What follows belongs to an exercise in optimizing a design on an open flow for small area, a short achievable clock period and few clock cycles per item; a production flow would make more cautious choices. No run shown here included a check of the RTL's function; only the layout flow was run. Power is estimated from default activity; no workload was simulated.

==> flow/design.v, too long to show whole: its modules and the start of the top module <==
// module cla: 2577 lines
// module add_seq_ctrl: 65 lines
module add_seq_ctrl
#(
    parameter int unsigned N     = add_seq_pkg::ADDSEQ_N,
    parameter int unsigned WORDS = add_seq_pkg::ADDSEQ_WORDS
) (
    input  logic             clk,
    input  logic             rst,
    input  logic             in_valid,
    output logic             in_ready,
    input  logic [N*WORDS-1:0] a,
    input  logic [N*WORDS-1:0] b,
    input  logic             cin,
    input  logic             sub,
    output logic             out_valid,
    input  logic             out_ready,
    output logic [N*WORDS-1:0] sum,
    output logic             cout
);
  // ...
==> flow/flow/run.sh <==
#!/bin/bash
# The standard layout (standard.sh), with two changes to how it is made:
#  - ports are buffered with sky130_fd_sc_hd__buf_1 instead of the delay buffer
#    buffer_ports picks by default;
#  - timing repair aims for extra setup slack, so the layout runs faster than
#    the 28 ns the constraints require.
# The constraints (constraint.sdc) are the standard flow's, unchanged. Each tool's log is in
# orfs/logs; this script's own output goes to standard.log.
MARGIN=19
bash standard.sh finish \
  "BUFFER_PORTS_ARGS=-buffer_cell sky130_fd_sc_hd__buf_1" \
  SETUP_SLACK_MARGIN=$MARGIN  "ABC_AREA=1" "DONT_USE_CELLS= sky130_fd_sc_hd__probe_p_8 sky130_fd_sc_hd__probec_p_8 sky130_fd_sc_hd__lpflow_bleeder_1 sky130_fd_sc_hd__lpflow_clkbufkapwr_1 sky130_fd_sc_hd__lpflow_clkbufkapwr_16 sky130_fd_sc_hd__lpflow_clkbufkapwr_2 sky130_fd_sc_hd__lpflow_clkbufkapwr_4 sky130_fd_sc_hd__lpflow_clkbufkapwr_8 sky130_fd_sc_hd__lpflow_clkinvkapwr_1 sky130_fd_sc_hd__lpflow_clkinvkapwr_16 sky130_fd_sc_hd__lpflow_clkinvkapwr_2 sky130_fd_sc_hd__lpflow_clkinvkapwr_4 sky130_fd_sc_hd__lpflow_clkinvkapwr_8 sky130_fd_sc_hd__lpflow_decapkapwr_12 sky130_fd_sc_hd__lpflow_decapkapwr_3 sky130_fd_sc_hd__lpflow_decapkapwr_4 sky130_fd_sc_hd__lpflow_decapkapwr_6 sky130_fd_sc_hd__lpflow_decapkapwr_8 sky130_fd_sc_hd__lpflow_inputiso0n_1 sky130_fd_sc_hd__lpflow_inputiso0p_1 sky130_fd_sc_hd__lpflow_inputiso1n_1 sky130_fd_sc_hd__lpflow_inputiso1p_1 sky130_fd_sc_hd__lpflow_inputisolatch_1 sky130_fd_sc_hd__lpflow_isobufsrc_1 sky130_fd_sc_hd__lpflow_isobufsrc_16 sky130_fd_sc_hd__lpflow_isobufsrc_2 sky130_fd_sc_hd__lpflow_isobufsrc_4 sky130_fd_sc_hd__lpflow_isobufsrc_8 sky130_fd_sc_hd__lpflow_isobufsrckapwr_16 sky130_fd_sc_hd__lpflow_lsbuf_lh_hl_isowell_tap_1 sky130_fd_sc_hd__lpflow_lsbuf_lh_hl_isowell_tap_2 sky130_fd_sc_hd__lpflow_lsbuf_lh_hl_isowell_tap_4 sky130_fd_sc_hd__lpflow_lsbuf_lh_isowell_4 sky130_fd_sc_hd__lpflow_lsbuf_lh_isowell_tap_1 sky130_fd_sc_hd__lpflow_lsbuf_lh_isowell_tap_2 sky130_fd_sc_hd__lpflow_lsbuf_lh_isowell_tap_4  sky130_fd_sc_hd__fa_1 sky130_fd_sc_hd__fa_2 sky130_fd_sc_hd__fa_4" > standard.log 2>&1
==> flow/standard.sh <==
#!/bin/bash
# synth_recipe.tcl (not shown) runs the flow's synth.tcl, then flattens the netlist and writes it again
# the make line also repeats each setting of config.mk as NAME=value (left out here)
make -C /OpenROAD-flow-scripts/flow DESIGN_CONFIG=/design/flow/config.mk WORK_HOME=/design/flow/orfs CLKGATE_MAP_FILE= SYNTH_SCRIPT=/design/flow/synth_recipe.tcl "${@:-finish}"
==> flow/config.mk <==
export PLATFORM = sky130hd
export DESIGN_NAME = add_seq_ctrl
export DESIGN_NICKNAME = add_seq_ctrl
export VERILOG_FILES = /design/flow/design.v
export SDC_FILE = /design/flow/constraint.sdc
export NUM_CORES = 4
export LEC_CHECK = 0
export CAP_MARGIN = 20
export CORE_MARGIN = 2
export CORE_UTILIZATION = 40
export SLEW_MARGIN = 20
==> flow/constraint.sdc <==
create_clock -name core_clock -period 28.0 [get_ports {clk}]
set_input_delay 5.6000 -clock core_clock [delete_from_list [all_inputs] [get_ports {clk}]]
set_output_delay 5.6000 -clock core_clock [all_outputs]
set_load 0.01 [all_outputs]
==> impl_metrics.py, run 1 <==
metrics = {
    "run_status": {
        "status": "finished clean",
    },
    "finish": {
        "dominant_cells": "multi-input gates",
        "mostFrequentLayoutCell": "nand2_1",
        "sh_seq_area": 0.354,
        "n_all_buffers": 810,
    },
    "yosys": {
        "synthSimpleGateAreaFrac": 0.191,
        "yosys_warnings": 1,
    },
    "floorplanning": {
        "die_w_microns": 278,
        "start_util": 0.404,
        "core_sq_um": 74400,
    },
    "worst_setup_path": {
        "rr_endpoint": "res_q[93]",
        "r2r_setup_slack_ps": 25060,
        "critPathMaxStageDelay_ps": 310,
        "cpMostUsedCell": "nand2_8",
        "cp_num_cells": 28,
    },
    "sta": {
        "hold_ws_ps": 445,
        "min_period_ps": 8840,
        "rsz0062_at_grt": "yes",
        "fmax_mhz": 113,
        "tightest_slew_ps": 1090,
        "final_hold_viol_count": 0,
    },
    "hold_path": {
        "hold_depth": 2,
    },
    "power": {
        "ir_drop_mv": 0.0498,
        "switching_power_uw": 952,
        "pwr-share-comb": 0.294,
    },
    "global_route": {
        "grt_pass1_wl_microns": 146000,
    },
    "clock_network": {
        "cts_hold_buf": 0,
        "ctsResizeCount": 28,
    },
}
==> run 2, diff against run 1 <==
==> flow/flow/run.sh (replaced) <==
#!/bin/bash
# The standard layout (standard.sh) with changes to how it is made; the
# constraints (constraint.sdc) are the standard flow's, unchanged. ORFS keeps each tool's
# log in orfs/logs; this script's own output goes to standard.log.
MARGIN=19.5
bash standard.sh finish \
  "BUFFER_PORTS_ARGS=-buffer_cell sky130_fd_sc_hd__buf_1" \
  SETUP_SLACK_MARGIN=$MARGIN \
  PRE_RESIZE_TCL=$PWD/flow/pre_resize.tcl  "ABC_AREA=1" "DONT_USE_CELLS= sky130_fd_sc_hd__probe_p_8 sky130_fd_sc_hd__probec_p_8 sky130_fd_sc_hd__lpflow_bleeder_1 sky130_fd_sc_hd__lpflow_clkbufkapwr_1 sky130_fd_sc_hd__lpflow_clkbufkapwr_16 sky130_fd_sc_hd__lpflow_clkbufkapwr_2 sky130_fd_sc_hd__lpflow_clkbufkapwr_4 sky130_fd_sc_hd__lpflow_clkbufkapwr_8 sky130_fd_sc_hd__lpflow_clkinvkapwr_1 sky130_fd_sc_hd__lpflow_clkinvkapwr_16 sky130_fd_sc_hd__lpflow_clkinvkapwr_2 sky130_fd_sc_hd__lpflow_clkinvkapwr_4 sky130_fd_sc_hd__lpflow_clkinvkapwr_8 sky130_fd_sc_hd__lpflow_decapkapwr_12 sky130_fd_sc_hd__lpflow_decapkapwr_3 sky130_fd_sc_hd__lpflow_decapkapwr_4 sky130_fd_sc_hd__lpflow_decapkapwr_6 sky130_fd_sc_hd__lpflow_decapkapwr_8 sky130_fd_sc_hd__lpflow_inputiso0n_1 sky130_fd_sc_hd__lpflow_inputiso0p_1 sky130_fd_sc_hd__lpflow_inputiso1n_1 sky130_fd_sc_hd__lpflow_inputiso1p_1 sky130_fd_sc_hd__lpflow_inputisolatch_1 sky130_fd_sc_hd__lpflow_isobufsrc_1 sky130_fd_sc_hd__lpflow_isobufsrc_16 sky130_fd_sc_hd__lpflow_isobufsrc_2 sky130_fd_sc_hd__lpflow_isobufsrc_4 sky130_fd_sc_hd__lpflow_isobufsrc_8 sky130_fd_sc_hd__lpflow_isobufsrckapwr_16 sky130_fd_sc_hd__lpflow_lsbuf_lh_hl_isowell_tap_1 sky130_fd_sc_hd__lpflow_lsbuf_lh_hl_isowell_tap_2 sky130_fd_sc_hd__lpflow_lsbuf_lh_hl_isowell_tap_4 sky130_fd_sc_hd__lpflow_lsbuf_lh_isowell_4 sky130_fd_sc_hd__lpflow_lsbuf_lh_isowell_tap_1 sky130_fd_sc_hd__lpflow_lsbuf_lh_isowell_tap_2 sky130_fd_sc_hd__lpflow_lsbuf_lh_isowell_tap_4  sky130_fd_sc_hd__fa_1 sky130_fd_sc_hd__fa_2 sky130_fd_sc_hd__fa_4" "CORE_UTILIZATION=60" "CTS_CLUSTER_SIZE=24" "CTS_CLUSTER_DIAMETER=90" > standard.log 2>&1
==> flow/flow/fanout_tree.tcl (new file) <==
# Rebuilds the buffering of a wide input net as a two-level tree placed near
# its loads. Sourced after global placement, before repair_design.
#   build_port_tree PORT LEAF_CELL GROUP
# collects every load reached from PORT's input buffer through plain buffers,
# removes those buffers, splits the loads by location into groups of at most
# GROUP pins, and drives each group from a LEAF_CELL buffer at its centroid.
proc fot_is_buf { inst } {
  set m [[$inst getMaster] getName]
  return [regexp {__(buf|clkbuf)_[0-9]+$} $m]
}
proc fot_collect { net leavesVar bufsVar } {
  upvar $leavesVar leaves
  upvar $bufsVar bufs
  foreach it [$net getITerms] {
    if { [$it getIoType] ne "INPUT" } { continue }
    set inst [$it getInst]
    if { [fot_is_buf $inst] } {
      lappend bufs $inst
      fot_collect [[$inst findITerm X] getNet] leaves bufs
    } else {
      lappend leaves $it
    }
  }
}
proc fot_xy { it } {
  set inst [$it getInst]
  set bb [$inst getBBox]
  return [list [expr {([$bb xMin] + [$bb xMax]) / 2}] [expr {([$bb yMin] + [$bb yMax]) / 2}]]
}
proc build_port_tree { port leaf_cell group } {
  set block [ord::get_db_block]
  set db [ord::get_db]
  set pnet [[$block findBTerm $port] getNet]
  set ibuf ""
  foreach it [$pnet getITerms] { set ibuf [$it getInst] }
  set onet [[$ibuf findITerm X] getNet]
  set leaves {}
  set bufs {}
  fot_collect $onet leaves bufs
  # move every leaf onto the input buffer's net and drop the old buffers
  foreach it $leaves {
    if { [$it getNet] ne $onet } { $it disconnect; $it connect $onet }
  }
  foreach b $bufs {
    set n [[$b findITerm X] getNet]
    odb::dbInst_destroy $b
    if { $n ne "NULL" && [llength [$n getITerms]] == 0 } { odb::dbNet_destroy $n }
  }
  set n [llength $leaves]
  set ngroups [expr {int(ceil(double($n) / $group))}]
  set ncols [expr {max(1, int(round(sqrt($ngroups))))}]
  # sort by x into columns, then by y inside each column, then chunk
  set pts {}
  foreach it $leaves { lappend pts [concat [list $it] [fot_xy $it]] }
  set pts [lsort -integer -index 1 $pts]
  set percol [expr {int(ceil(double($n) / $ncols))}]
  set master [$db findMaster $leaf_cell]
  set k 0
  for { set c 0 } { $c < $n } { incr c $percol } {
    set col [lsort -integer -index 2 [lrange $pts $c [expr {$c + $percol - 1}]]]
    set m [llength $col]
    set per [expr {int(ceil(double($m) / int(ceil(double($m) / $group))))}]
    for { set g 0 } { $g < $m } { incr g $per } {
      set grp [lrange $col $g [expr {$g + $per - 1}]]
      set sx 0; set sy 0
      foreach p $grp { incr sx [lindex $p 1]; incr sy [lindex $p 2] }
      set cx [expr {$sx / [llength $grp]}]
      set cy [expr {$sy / [llength $grp]}]
      set name "fot_${port}_$k"
      set inst [odb::dbInst_create $block $master $name]
      set net [odb::dbNet_create $block "${name}_net"]
      $inst setLocation $cx $cy
      $inst setPlacementStatus PLACED
      [$inst findITerm A] connect $onet
      [$inst findITerm X] connect $net
      foreach p $grp {
        set it [lindex $p 0]
        $it disconnect
        $it connect $net
      }
      incr k
    }
  }
  # power pins of the new buffers
  foreach i [$block getInsts] {
    if { [string match "fot_${port}_*" [$i getName]] } {
      foreach it [$i getITerms] {
        set t [[$it getMTerm] getSigType]
        if { $t eq "POWER" } { $it connect [$block findNet VDD] }
        if { $t eq "GROUND" } { $it connect [$block findNet VSS] }
      }
    }
  }
  puts "build_port_tree $port: $n loads, removed [llength $bufs] buffers, added $k $leaf_cell"
}
==> flow/flow/pre_resize.tcl (new file) <==
# Sourced by ORFS after global placement, before repair_design (PRE_RESIZE_TCL).
source [file join [file dirname [info script]] fanout_tree.tcl]
build_port_tree sub sky130_fd_sc_hd__buf_4 16
==> run 2 against run 1 <==
  * Sequential power barely moved
  * Total power fell by 6.2%
  * Final area rose by 3.7%
  * Combinational power rose by 16%
  * Non-clock buffer count rose by 34
  * Flip-flop and latch count did not move
  * Clock-buffer cell count fell by 33
  * Wire length fell by 1.7%
  * Global-route usage rose by 12 points
  * Critical endpoint is now res_q[203]
  * Largest power group unchanged
  * First-iteration DRC count rose by 38%
==> impl_metrics.py, run 2 <==
metrics = {
    "run_status": {
        "status": "finished clean",
    },
    "finish": {
        "layout.nets": 5069,
        "seq_area_sq_um": 12900,
        "area_growth_pct": 26.2,
        "reg_top3": "res_q (257), skid_q (257)",
        "mostFrequentLayoutCell": "nand2_1",
        "stdcell_count": 4884,
        "final_cell_mix": "nand2_1, buf_1, xor2_1",
        "layout-drive-gt1-share": 0.149,
        "nFillCells": 3790,
        "multi_input_area_sq_um": 18800,
    },
    "global_route": {
        "track_usage": 0.365,
        "antenna_found_initial": 33,
        "grt_overflow": 0,
        "grt_max_degree": 99,
        "grt_pass1_vias": 24822,
        "grt_pass1_wl_microns": 145000,
    },
    "yosys": {
        "synth_flop_cell": "edfxtp_1",
        "ys_ff_latch": 517,
        "ys_top_cells_by_area": "edfxtp_1, dfxtp_1, ha_1, nand2_1, xor2_1",
        "avgSynthCellArea_sq_um": 8.90,
        "synth_top_area_frac": 0.257,
        "yosysMostFrequentCell": "nand2_1",
        "ys_seq_area_frac": 0.430,
        "ys_async_sr_fraction": 0.00580,
        "syn_area_sq_um": 30100,
        "synth_edf_count": 257,
        "syn_inst": 3378,
        "yosys_warnings": 1,
        "yosys-top-cells-count": "nand2_1, ha_1, xor2_1, dfxtp_1, edfxtp_1",
        "synthesis.nets": 4281,
        "yosys.area.top_type": "edfxtp_1",
        "synth_cell_types": 43,
    },
    "worst_setup_path": {
        "cp-start-kind": "input port",
        "worstSetupPathType": "in -> reg",
        "slowest_stage": "ha_1",
        "r2r_cells": 4,
        "crit_required_ps": 28350,
        "cp.arrival_ps": 8870,
        "crit_fanout": 6,
        "critPathMaxStageDelay_ps": 280,
        "end_kind": "register",
        "cpMostUsedCell": "nand2_2",
    },
    "clock_network": {
        "cts_htree_levels": 1,
        "cts_tree": "built",
        "root_buffer": "clkbuf_16",
        "cts_hold_buf": 0,
        "cts.sinks": 517,
        "insertion_delay_ps": 620,
        "clk_path_buf_depth": 3,
        "clk_pin_slew_worst_paths_ps": 100,
        "cts-buffers-inserted": 28,
    },
    "placement": {
        "dp_worst_setup_slack_ps": 17250,
        "dp_cells": 4760,
        "portBuffers": 776,
        "dp_hpwl_microns": 75400,
        "place_congestion": 0.979,
    },
    "sta": {
        "finalSetupTns_ps": 0,
        "fin_ws_ps": 19470,
        "tightest_slew_ps": 1060,
        "fin_skew_ps": 22.9,
        "rsz0062_at_grt": "yes",
        "fin_crit_sh": 0.305,
        "drv_slew": 0,
        "hold_ws_ps": 449,
        "slew_headroom": 0.295,
        "final_hold_viol_count": 0,
        "setup_viol": 0,
        "min_period_ps": 8530,
        "fmax_mhz": 117,
    },
    "floorplanning": {
        "start_util": 0.603,
        "die_w_microns": 228,
        "chipHeight_microns": 228,
        "io_pins": 777,
        "fp-row-count": 82,
        "core_sq_um": 49900,
        "die_area_sq_um": 51900,
    },
    "power": {
        "p_seq_frac": 0.450,
        "powerDensity_nw_per_um2": 68.5,
        "p_total_uw": 2600,
        "pwr-share-comb": 0.364,
        "p_int_uw": 1650,
        "p_sw_frac": 0.367,
        "ir_drop_mv": 0.0744,
        "p_clk_frac": 0.186,
        "switching_power_uw": 954,
        "p_leak_uw": 0.0166,
    },
    "routing": {
        "first_pass_iters": 7,
        "initialDrtViolationCount": 1928,
        "viasPerCell": 5.39,
        "wl_per_cell_microns": 20.3,
        "via_count": 26339,
        "drt.antenna.violating_nets": 0,
        "drcViolationCount": 0,
        "drt-total-wl_microns": 99100,
    },
    "flow_run": {
        "max_cap_violations": 0,
    },
    "hold_path": {
        "hold_depth": 2,
        "hp-class": "reg -> reg",
    },
}
-- run 2: changes by cell type in the layout (fill, tap and decap cells not counted), moves of 29 or more --
cell	previous run	this run
clkbuf_16	67	31
ha_1	385	281
ha_2	0	29
ha_4	0	75
nand2_1	1015	906
nand2_2	14	87
nand2_4	7	41
nand3_1	82	42
nand3_2	0	39
nor2_1	242	133
nor2_2	18	82
nor2_4	3	48
o21ai_0	131	32
o21ai_1	12	96
-- run 2: path summary, 6_finish.rpt --
check / endpoint / startpoint / slack, ps
min: skid_q[206] / skid_q[206] / 450
min in group asynchronous: out_valid_q / rst / 4810
max reg2reg: res_q[98] / skid_valid_q / 24910
min reg2reg: skid_q[206] / skid_q[206] / 450
max in group asynchronous: in_ready_q / rst / 22980
max: res_q[203] / sub / 19470
-- run 2: logic make-up after synthesis --
logic type,count (synthesis),synth area share
compound gates,362,0.0684
xor+xnor,383,0.112
fa+ha+maj,385,0.160
buf+inv,296,0.0389
flops,517,0.430
simple gates,1435,0.191
-- run 2: per-stage QoR --
step | utilization | area, sq um
6_report | 0.761 | 37900
5_1_grt | 0.761 | 37900
4_1_cts | 0.738 | 36800
3_5_place_dp | 0.707 | 35200
3_3_place_gp | 0.704 | 35100
2_1_floorplan | - | 31700
-- run 2: layout make-up --
class,instances,area share
multi-input cells,2572,0.495
flip-flops and latches,517,0.341
repair buffers,825,0.0892
inverters,202,0.0212
clock inverters,10,0.00313
well taps,672,0.0222
clock buffers,41,0.0214
diodes,26,0.00171
plain buffers,19,0.00534
-- run 2: power by group through the flow --
stage	clock network [uW]	logic, uW	registers, uW
global route	510	1040	1190
CTS	487	893	1170
detailed placement	0	859	1180
finish	484	946	1170
floorplan	0	516	1220
global placement	0	843	1180
-- run 2: timing repair --
action	4_1_cts	5_1_grt
gates resized for setup	74	237
cloned	6	2
setup buffers	26	13
pin swaps	25	148
setup endpoints to repair	443	276
-- run 2: critical path: cells and delay by family --
| family | cells | cell delay [ps] |
|---|---|---|
| AND/OR/NAND/NOR | 19 | 1760 |
| AO/OA/AOI/OAI | 1 | 90 |
| buffers and inverters | 3 | 330 |
| adder cells (fa/ha/maj) | 4 | 760 |
| XOR/XNOR | 2 | 290 |
-- run 2: layer usage --
layer,vias up,track usage,wire (microns)
met5,-,0,93
met1,12217,0.451,38500
met3,268,0.0708,7840
li1,12750,-,-
met4,14,0.193,6200
met2,1090,0.606,46400

[re-timing with driven ports]
The results above use ideal ports. As a check the final layouts listed here were re-extracted and re-timed, cells and wires unchanged.
Step 1: set_driving_cell puts a clkbuf_16 on clk and a buf_2 on each other input, an assumption about the parent block.
Step 2 times the ports against the registers' clock, not the clock port: input delays grow and output delays shrink by t, the midpoint of the rising clock arrivals with the driver on.
Slacks: no drivers / after step 1 / after step 2; pairs: no drivers / after step 1.
run	t (ns)	setup slack, ns	worst setup path after step 2	latest minus earliest clock arrival (ns)	worst slew at a driven data input, ns
run 1	0.686	19.165 / 19.013 / 18.327	input to register	0.021 / 0.022	0.23
run 2	0.665	19.473 / 19.402 / 18.737	input to register	0.036 / 0.036	0.17
After both steps setup and hold are still met in every run listed. The setup slack of run 1, which loses most, moves by -0.152 ns with the drivers and by -0.838 ns with both steps.
